This is an optimization exercise on Yosys and OpenROAD, whose aim is small area, a short achievable clock period and few clock cycles, not a production implementation. Only simulation tests tie the RTL to the original design; equivalence was not proved. Power and IR drop assume default switching activity.

==> flow/design.v <==
`timescale 1ns/1ns
`default_nettype none
module vector_list_ram #(
    parameter int ADR_WIDTH  = 8,
    parameter int WORD_WIDTH = 18
) (
    input  wire                   clk,
    input  wire                   we,
    input  wire [ADR_WIDTH-1:0]   wr_adr,
    input  wire [WORD_WIDTH-1:0]  wr_data,
    input  wire [ADR_WIDTH-1:0]   rd_adr,
    output logic [WORD_WIDTH-1:0] rd_data
);
    logic [WORD_WIDTH-1:0] mem [2**ADR_WIDTH];
    always_ff @(posedge clk) begin
        if (we) begin
            mem[wr_adr] <= wr_data;
        end
    end
    always_ff @(posedge clk) begin
        rd_data <= mem[rd_adr];   
    end
endmodule
`default_nettype wire
`timescale 1ns/1ns
`default_nettype none
module vector_manage #(
    parameter int COORD_WIDTH = 8,
    parameter int ADR_WIDTH   = 8,
    parameter int WORD_WIDTH  = 2 * COORD_WIDTH + 2,
    parameter int BRES_WIDTH  = COORD_WIDTH + 1
) (
    input  wire                          clk,
    input  wire                          rst,
    input  wire                          run,
    output logic [ADR_WIDTH-1:0]         adr,
    input  wire  [WORD_WIDTH-1:0]        entry,
    output logic                         seg_go,     
    output logic signed [BRES_WIDTH-1:0] seg_stax,
    output logic signed [BRES_WIDTH-1:0] seg_stay,
    output logic signed [BRES_WIDTH-1:0] seg_endx,
    output logic signed [BRES_WIDTH-1:0] seg_endy,
    input  wire                          seg_done,   
    output logic                         pass_done
);
    localparam int X_MSB    = WORD_WIDTH - 1;
    localparam int X_LSB    = X_MSB - COORD_WIDTH + 1;
    localparam int Y_MSB    = X_LSB - 1;
    localparam int Y_LSB    = Y_MSB - COORD_WIDTH + 1;
    localparam int LINE_BIT = 1;
    localparam int POS_BIT  = 0;    
    localparam logic [2:0] SEQ_IDLE  = 3'd0;   
    localparam logic [2:0] SEQ_FETCH = 3'd1;   
    localparam logic [2:0] SEQ_LOAD  = 3'd2;
    localparam logic [2:0] SEQ_SEND  = 3'd3;
    localparam logic [2:0] SEQ_WAIT  = 3'd4;   
    localparam logic [2:0] SEQ_NEXT  = 3'd5;
    logic [2:0]                   state;
    logic [2:0]                   state_nxt;
    logic signed [BRES_WIDTH-1:0] pen_x;      
    logic signed [BRES_WIDTH-1:0] pen_y;
    logic signed [BRES_WIDTH-1:0] new_x;
    logic signed [BRES_WIDTH-1:0] new_y;
    logic                         is_pos;
    logic                         is_line;
    logic                         is_term;
    logic                         pen_move;
    assign new_x    = {1'b0, entry[X_MSB:X_LSB]};   
    assign new_y    = {1'b0, entry[Y_MSB:Y_LSB]};
    assign is_pos   = entry[POS_BIT];
    assign is_line  = entry[LINE_BIT];
    assign is_term  = is_pos && is_line;
    assign pen_move = is_pos ^ is_line;   
    assign pass_done = (state == SEQ_LOAD) && is_term;
    assign seg_go    = (state == SEQ_SEND);
    always_comb begin
        state_nxt = state;
        case (state)
            SEQ_IDLE:  state_nxt = run ? SEQ_FETCH : SEQ_IDLE;
            SEQ_FETCH: state_nxt = SEQ_LOAD;
            SEQ_LOAD:  state_nxt = is_term ? SEQ_IDLE : SEQ_SEND;
            SEQ_SEND:  state_nxt = SEQ_WAIT;
            SEQ_WAIT:  state_nxt = seg_done ? SEQ_NEXT : SEQ_WAIT;
            SEQ_NEXT:  state_nxt = SEQ_FETCH;
            default:   state_nxt = SEQ_IDLE;
        endcase
    end
    always_ff @(posedge clk) begin
        if (rst) begin
            state <= SEQ_IDLE;
            adr   <= '0;
            pen_x <= '0;
            pen_y <= '0;
        end else begin
            state <= state_nxt;
            case (state)
                SEQ_IDLE: begin
                    adr   <= '0;   
                    pen_x <= '0;
                    pen_y <= '0;
                end
                SEQ_LOAD: begin
                    if (pen_move) begin
                        pen_x <= new_x;
                        pen_y <= new_y;
                    end
                end
                SEQ_NEXT: adr <= adr + 1'b1;
                default: ;
            endcase
        end
    end
    always_ff @(posedge clk) begin
        if (rst) begin
            seg_stax <= '0;   
            seg_stay <= '0;
            seg_endx <= '0;
            seg_endy <= '0;
        end else if (state == SEQ_LOAD) begin
            if (is_pos && !is_line) begin   
                seg_stax <= new_x;
                seg_stay <= new_y;
                seg_endx <= new_x;
                seg_endy <= new_y;
            end else if (is_line && !is_pos) begin
                seg_stax <= pen_x;   
                seg_stay <= pen_y;
                seg_endx <= new_x;
                seg_endy <= new_y;
            end
        end
    end
endmodule
`default_nettype wire
`timescale 1ns/1ns
`default_nettype none
module bresenham #(
    parameter int COORD_WIDTH = 8,
    parameter int BRES_WIDTH  = COORD_WIDTH + 1,   
    parameter int ERR_WIDTH   = BRES_WIDTH + 2     
) (
    input  wire                         clk,
    input  wire                         rst,
    input  wire                         seg_go,
    input  wire signed [BRES_WIDTH-1:0] seg_stax,
    input  wire signed [BRES_WIDTH-1:0] seg_stay,
    input  wire signed [BRES_WIDTH-1:0] seg_endx,
    input  wire signed [BRES_WIDTH-1:0] seg_endy,
    output logic                        seg_done,
    output logic                        pix_valid,
    output logic [COORD_WIDTH-1:0]      pix_x,
    output logic [COORD_WIDTH-1:0]      pix_y
);
    localparam logic LINE_IDLE = 1'b0;
    localparam logic LINE_STEP = 1'b1;
    logic                         state;
    logic signed [BRES_WIDTH-1:0] cur_x;
    logic signed [BRES_WIDTH-1:0] cur_y;
    logic signed [BRES_WIDTH-1:0] end_x;
    logic signed [BRES_WIDTH-1:0] end_y;
    logic signed [BRES_WIDTH-1:0] diff_x;
    logic signed [BRES_WIDTH-1:0] diff_y;
    logic signed [ERR_WIDTH-1:0]  go_dx;     
    logic signed [ERR_WIDTH-1:0]  go_dy;     
    logic signed [ERR_WIDTH-1:0]  dx;
    logic signed [ERR_WIDTH-1:0]  dy;
    logic signed [ERR_WIDTH-1:0]  err;
    logic signed [ERR_WIDTH-1:0]  e2;
    logic signed [ERR_WIDTH-1:0]  err_nxt;
    logic                         neg_x;     
    logic                         neg_y;
    logic                         step_x;
    logic                         step_y;
    logic                         at_end;
    assign diff_x = seg_endx - seg_stax;
    assign diff_y = seg_endy - seg_stay;
    assign go_dx  = ERR_WIDTH'((diff_x < 0) ? -diff_x : diff_x);
    assign go_dy  = ERR_WIDTH'((diff_y < 0) ? diff_y : -diff_y);
    assign e2      = err <<< 1;
    assign step_x  = (e2 >= dy);
    assign step_y  = (e2 <= dx);
    assign err_nxt = err + (step_x ? dy : '0) + (step_y ? dx : '0);
    assign at_end  = (cur_x == end_x) && (cur_y == end_y);
    assign pix_valid = (state == LINE_STEP);   
    assign pix_x     = COORD_WIDTH'(cur_x);
    assign pix_y     = COORD_WIDTH'(cur_y);
    always_ff @(posedge clk) begin
        if (rst) begin
            state    <= LINE_IDLE;
            seg_done <= 1'b0;
        end else begin
            seg_done <= 1'b0;
            case (state)
                LINE_IDLE: begin
                    if (seg_go) begin
                        state <= LINE_STEP;
                    end
                end
                LINE_STEP: begin
                    if (at_end) begin
                        state    <= LINE_IDLE;
                        seg_done <= 1'b1;   
                    end
                end
                default: state <= LINE_IDLE;
            endcase
        end
    end
    always_ff @(posedge clk) begin
        if (state == LINE_IDLE && seg_go) begin
            cur_x <= seg_stax;
            cur_y <= seg_stay;
            end_x <= seg_endx;
            end_y <= seg_endy;
            dx    <= go_dx;
            dy    <= go_dy;
            err   <= go_dx + go_dy;
            neg_x <= (diff_x < 0);
            neg_y <= (diff_y < 0);
        end else if (state == LINE_STEP && !at_end) begin
            err <= err_nxt;
            if (step_x) begin
                cur_x <= neg_x ? cur_x - 1'b1 : cur_x + 1'b1;
            end
            if (step_y) begin
                cur_y <= neg_y ? cur_y - 1'b1 : cur_y + 1'b1;
            end
        end
    end
endmodule
`default_nettype wire
`timescale 1ns/1ns
`default_nettype none
module pixel_writer #(
    parameter int COORD_WIDTH  = 8,
    parameter int FRAME_W      = 256,   
    parameter int FB_ADR_WIDTH = 16
) (
    input  wire                     clk,
    input  wire                     rst,
    input  wire                     pix_valid,
    input  wire [COORD_WIDTH-1:0]   pix_x,
    input  wire [COORD_WIDTH-1:0]   pix_y,
    output logic                    pixel_we,
    output logic [FB_ADR_WIDTH-1:0] pixel_adr
);
    logic [COORD_WIDTH-1:0] last_x;       
    logic [COORD_WIDTH-1:0] last_y;
    logic                   have_last;
    logic                   repeat_pix;
    logic                   accept;
    assign repeat_pix = have_last && (pix_x == last_x) && (pix_y == last_y);
    assign accept     = pix_valid && !repeat_pix;
    always_ff @(posedge clk) begin
        if (rst) begin
            have_last <= 1'b0;
            pixel_we  <= 1'b0;
        end else begin
            pixel_we <= accept;
            if (accept) begin
                have_last <= 1'b1;
            end
        end
    end
    always_ff @(posedge clk) begin
        if (accept) begin
            last_x    <= pix_x;
            last_y    <= pix_y;
            pixel_adr <= FB_ADR_WIDTH'(pix_y * FRAME_W + pix_x);   
        end
    end
endmodule
`default_nettype wire
`timescale 1ns/1ns
`default_nettype none
module vector_display (
    input  wire         clk,
    input  wire         rst,
    input  wire         run,
    input  wire         load_we,
    input  wire  [7:0]  load_adr,
    input  wire  [7:0]  load_x,
    input  wire  [7:0]  load_y,
    input  wire         load_line,
    input  wire         load_pos,
    output logic        pixel_we,
    output logic [15:0] pixel_adr,
    output logic        pass_done
);
    localparam int COORD_WIDTH = 8;
    localparam int ADR_WIDTH   = 8;                     
    localparam int WORD_WIDTH  = 2 * COORD_WIDTH + 2;   
    localparam int BRES_WIDTH  = COORD_WIDTH + 1;
    logic [WORD_WIDTH-1:0]        load_word;
    logic [WORD_WIDTH-1:0]        entry;
    logic [ADR_WIDTH-1:0]         rd_adr;
    logic                         pix_valid;
    logic [COORD_WIDTH-1:0]       pix_x;
    logic [COORD_WIDTH-1:0]       pix_y;
    logic                         seg_go;
    logic signed [BRES_WIDTH-1:0] seg_stax;
    logic signed [BRES_WIDTH-1:0] seg_stay;
    logic signed [BRES_WIDTH-1:0] seg_endx;
    logic signed [BRES_WIDTH-1:0] seg_endy;
    logic                         seg_done;
    assign load_word = {load_x, load_y, load_line, load_pos};   
    vector_list_ram #(
        .ADR_WIDTH  (ADR_WIDTH),
        .WORD_WIDTH (WORD_WIDTH)
    ) u_ram (
        .clk     (clk),
        .we      (load_we),
        .wr_adr  (load_adr),
        .wr_data (load_word),
        .rd_adr  (rd_adr),
        .rd_data (entry)
    );
    vector_manage #(
        .COORD_WIDTH (COORD_WIDTH),
        .ADR_WIDTH   (ADR_WIDTH)
    ) u_manage (
        .clk       (clk),
        .rst       (rst),
        .run       (run),
        .adr       (rd_adr),
        .entry     (entry),
        .seg_go    (seg_go),
        .seg_stax  (seg_stax),
        .seg_stay  (seg_stay),
        .seg_endx  (seg_endx),
        .seg_endy  (seg_endy),
        .seg_done  (seg_done),
        .pass_done (pass_done)
    );
    bresenham #(
        .COORD_WIDTH (COORD_WIDTH)
    ) u_line (
        .clk       (clk),
        .rst       (rst),
        .seg_go    (seg_go),
        .seg_stax  (seg_stax),
        .seg_stay  (seg_stay),
        .seg_endx  (seg_endx),
        .seg_endy  (seg_endy),
        .seg_done  (seg_done),
        .pix_valid (pix_valid),
        .pix_x     (pix_x),
        .pix_y     (pix_y)
    );
    pixel_writer #(
        .COORD_WIDTH (COORD_WIDTH)
    ) u_writer (
        .clk       (clk),
        .rst       (rst),
        .pix_valid (pix_valid),
        .pix_x     (pix_x),
        .pix_y     (pix_y),
        .pixel_we  (pixel_we),
        .pixel_adr (pixel_adr)
    );
endmodule
`default_nettype wire
==> flow/run.sh <==
#!/bin/bash
# synth_recipe.tcl (not shown) runs the flow's synth.tcl, then flattens the netlist and writes it again
# the make line also repeats each setting of config.mk as NAME=value (left out here)
make -C /OpenROAD-flow-scripts/flow DESIGN_CONFIG=/design/flow/config.mk WORK_HOME=/design/flow/orfs CLKGATE_MAP_FILE= SYNTH_SCRIPT=/design/flow/synth_recipe.tcl finish
==> flow/config.mk <==
export PLATFORM = sky130hd
export DESIGN_NAME = vector_display
export DESIGN_NICKNAME = vector_display
export VERILOG_FILES = /design/flow/design.v
export SDC_FILE = /design/flow/constraint.sdc
export NUM_CORES = 4
export LEC_CHECK = 0
export CAP_MARGIN = 20
export CORE_MARGIN = 2
export CORE_UTILIZATION = 40
export SLEW_MARGIN = 20
export SYNTH_MEMORY_MAX_BITS = 8192
==> flow/constraint.sdc <==
create_clock -name core_clock -period 6.0 [get_ports {clk}]
set_input_delay 1.2000 -clock core_clock [delete_from_list [all_inputs] [get_ports {clk}]]
set_output_delay 1.2000 -clock core_clock [all_outputs]
set_load 0.01 [all_outputs]
==> results.cfg <==
[outcome]
outcome = timing/DRC/antenna clean

[worst_setup_path]
crit_path_end_kind = flop
max_stage_delay_ns = 0.48
crit_top_cell = a21oi_1
required_ns = 6.70
path_buf_inv = 0
path_max_fanout = 3
cp_slowest_cell = fa_1
rr_startpoint = u_line.err[2]
critPathTopFamily = compound AO/OA/AOI/OAI gates
path_cells = ha_1 -> a21o_1 -> a211oi_1 -> a21oi_1 -> o311ai_0 -> a21oi_1 -> and2_1 -> fa_1 -> ha_1 -> fa_1 -> a21o_1 -> a21oi_1 -> nor2b_1 -> o21a_1 -> o41ai_1 -> xnor3_1 -> xor2_1 -> a21oi_1
start_kind = flop
crit_start = u_line.err[2]
arrival_ns = 5.95
crit_type = reg -> reg

[detailed_routing]
first_pass_iters = 6
wl_per_cell_um = 31.02
dr.first_iter.drc_count = 10550
via_count = 87890
wirelength_mm = 475.0
ant_nets = 0
drcViolationCount = 0
routed_via_density = 5.739

[clock_network]
clock_path_buffers = 4
post_cts_buffers = 0
tritoncts = yes
cts_hold_buf = 0
clkSinkCount = 4773
cts_buffers = 463
clk_latency_ns = 1.02
cts.clk_slew.worst_paths_ns = 0.06
cts_resized = 0
clk_root_buffer_cell = clkbuf_16
cts.htree.levels = 5

[power]
p_comb_share_pct = 2.7
clock_power_share_pct = 42.9
p_per_area_nw_per_um2 = 320.2
p_sw_uw = 13860
sw_frac_of_total_pct = 20.50
p_int_uw = 53730
power_leakage_uw = 0.06259
max-vdd-ir-drop_uv = 260.0
p_seq_share_pct = 54.4

[timing]
relSlewSlack_pct = 14.44
rsz0062_at_grt = false
fin_ws_ns = 0.7553
min_period_ns = 5.245
worst_pin_slew_ns = 1.283
fin_skew_ns = 0.06044
slew_viol_final = 0
period_share_pct = 87.41
max_freq_mhz = 190.7
setup_tns_ns = 0
setup_viol = 0
final-hold-violation-count = 0

[yosys]
synth_edf_count = 4692
netlist_instances = 8237
ys_warn_count = 4
ys_seq_area_share_pct = 76.84
synth.cell_area_um2 = 185500
yosysUniqueCellTypes = 59
ys_ff_latch = 4773
avgSynthCellArea_um2 = 22.52
async_reset_ff_share_pct = 0
synth_ff_type = edfxtp_1

[cells_and_area]
drive_gt1_share_pct = 28.61
layout.cells.non_filler = 15310
syn_to_final_growth_pct = 13.80
nNetsFinal = 8854

[grt]
grt.total_usage_pct = 19.92
grt_overflow = 0
antenna_found_initial = 30
grt_pass1_vias = 88650
grt_pass1_wl_mm = 673.6
grt_max_degree = 157

[floorplan]
dieArea_um2 = 469100
io_pins = 48
core.rowCount = 250
start_util_pct = 40.09
core_area_um2 = 462600
die_x_um = 684.9
die_h_um = 684.9

[min_path]
worstHoldStart = u_manage.pen_x[3]
min_path_type = reg -> reg

[placement]
hpwl_mm = 287.3
pre_cts_slack_ns = 0.7111
portBuffers = 47
post-place-cells = 14440
place_congestion = 0.8231

[run]
cap_violations = 0
-- final timing paths --
kind | endpoint | slack, ns | depth (start not counted)
max reg2reg | u_line.err[9] | 0.76 | 18
min reg2reg | u_manage.pen_x[3] | 0.45 | 2
min | u_manage.pen_x[3] | 0.45 | 2
max | u_line.err[9] | 0.76 | 18
-- state kept, by name, summed over array words and instances, names as in the netlist, 9 cells and up --
name / cells
u_line.dy: 11
u_line.cur_y: 9
u_ram.mem: 4608
u_line.dx: 11
u_line.err: 10
u_line.cur_x: 9
u_ram.rd_data: 18
-- power groups by stage --
| stage | Sequential (uW) | Combinational [uW] | Clock [uW] |
|---|---|---|---|
| 3_5_place_dp | 37500 | 1840 | 0 |
| 6_report | 36800 | 1820 | 29000 |
| 3_3_place_gp | 37500 | 1760 | 0 |
| 5_1_grt | 36800 | 1980 | 30800 |
| 2_1_floorplan | 37500 | 805 | 0 |
| 4_1_cts | 36800 | 1840 | 29500 |
-- metrics by stage --
step | total power, uW | hold slack [ns] | util (%) | cell area (um2)
finish | 67590 | 0.4516 | 45.62 | 211100
global route | 69520 | 0.4637 | 45.62 | 211000
CTS | 68130 | 0.4550 | 45.58 | 210900
detailed placement | 39330 | 0.4476 | 42.32 | 195800
global placement | 39240 | 0.4372 | 42.31 | 195700
floorplan | 38280 | 0.4300 | - | 185500
-- logic make-up after synthesis --
group           share of synthesized area (%)
flops                                   76.84
mux                                     17.46
simple gates                            1.689
buf+inv                                 1.453
compound gates                          1.537
fa+ha+maj                              0.6476
xor+xnor                               0.3710
other cells                          0.002022
-- metal layers --
metal	global-route usage [%]	part of all wire [%]	up-vias
met3	3.176	7.1	656
met1	27.86	41	48020
met2	32.41	49	3382
li1	-	-	35810
met5	0	0.038	-
met4	5.973	3.2	20
-- worst min-delay path, stage by stage (launching register included) --
cell and delay, ns:
dfxtp_1 0.31, nand2_1 0.05, a21oi_1 0.05
-- synth_stat cells, drive strengths merged (21+ instances only) --
library cell,n,area [um2]
nor2,374,1404
nand2b,31,193.9
o21ai,52,260.3
ha,72,900.9
nor4,21,131.4
mux2i,359,3593
nand4,53,331.6
buf,262,1697
a211oi,22,165.2
mux4,1278,28780
xor2,24,210.2
dfxtp,81,1622
nand3,32,160.2
clkbuf,175,656.9
a22oi,137,1028
xnor2,52,455.4
o22ai,50,312.8
inv,91,341.6
nor3,25,135.1
edfxtp,4692,140900
nand2,119,446.7
a21oi,89,445.4
-- layout make-up --
class                           count  area (um2)
Multi-Input combinational cell   2937       41010
Inverter                           91       341.6
Fill cell                       37910      251600
Sequential cell                  4773      142500
Clock inverter                    290        3002
Antenna cell                       11       27.53
Clock buffer                      567       12080
Timing Repair Buffer              471        4342
Tap cell                         6174        7725
-- cells in the final DEF, fill, tap and decap left out, types with 51 or more instances in the layout --
cell | netlist | routed
a21oi_1 | 89 | 89
a22oi_1 | 137 | 137
buf_4 | 61 | 373
bufinv_16 | 0 | 51
clkbuf_1 | 175 | 97
clkbuf_16 | 0 | 466
clkinv_1 | 0 | 105
clkinv_2 | 0 | 80
dfxtp_1 | 81 | 75
edfxtp_1 | 4692 | 4692
ha_1 | 72 | 72
inv_1 | 91 | 90
mux2i_1 | 359 | 359
mux4_2 | 1278 | 1278
nand2_1 | 119 | 119
nand4_1 | 53 | 53
nor2_1 | 374 | 176
nor2_2 | 0 | 162
xnor2_1 | 52 | 52
Testbench counts, summed over its fixed seeds: cycles 314,917.

==> static timing again, ports no longer ideal <==
The flow's constraints put no driver on any port. The routed layout listed below was extracted and timed again, unchanged, in two steps.
Step 1 (the two cells are an assumption about what drives the block):
set clk [get_ports {clk}]
set_driving_cell -lib_cell sky130_fd_sc_hd__clkbuf_16 $clk
set_driving_cell -lib_cell sky130_fd_sc_hd__buf_2 [delete_from_list [all_inputs] $clk]
Step 2 times the ports against the registers' clock, not the clock port: input delays grow and output delays shrink by t, the midpoint of the rising clock arrivals with the driver on.
Slacks: ideal ports / drivers / drivers and shift; pairs: ideal ports / drivers.
t, ns: 1.095
slack for setup (ns): 0.755 / 0.755 / 0.755
worst setup path after step 2: register to register
latest minus earliest clock arrival (ns): 0.061 / 0.061
After both steps setup and hold are still met in this run. The setup slack of this run moves by 0.000 ns with the drivers and by 0.000 ns with both steps.
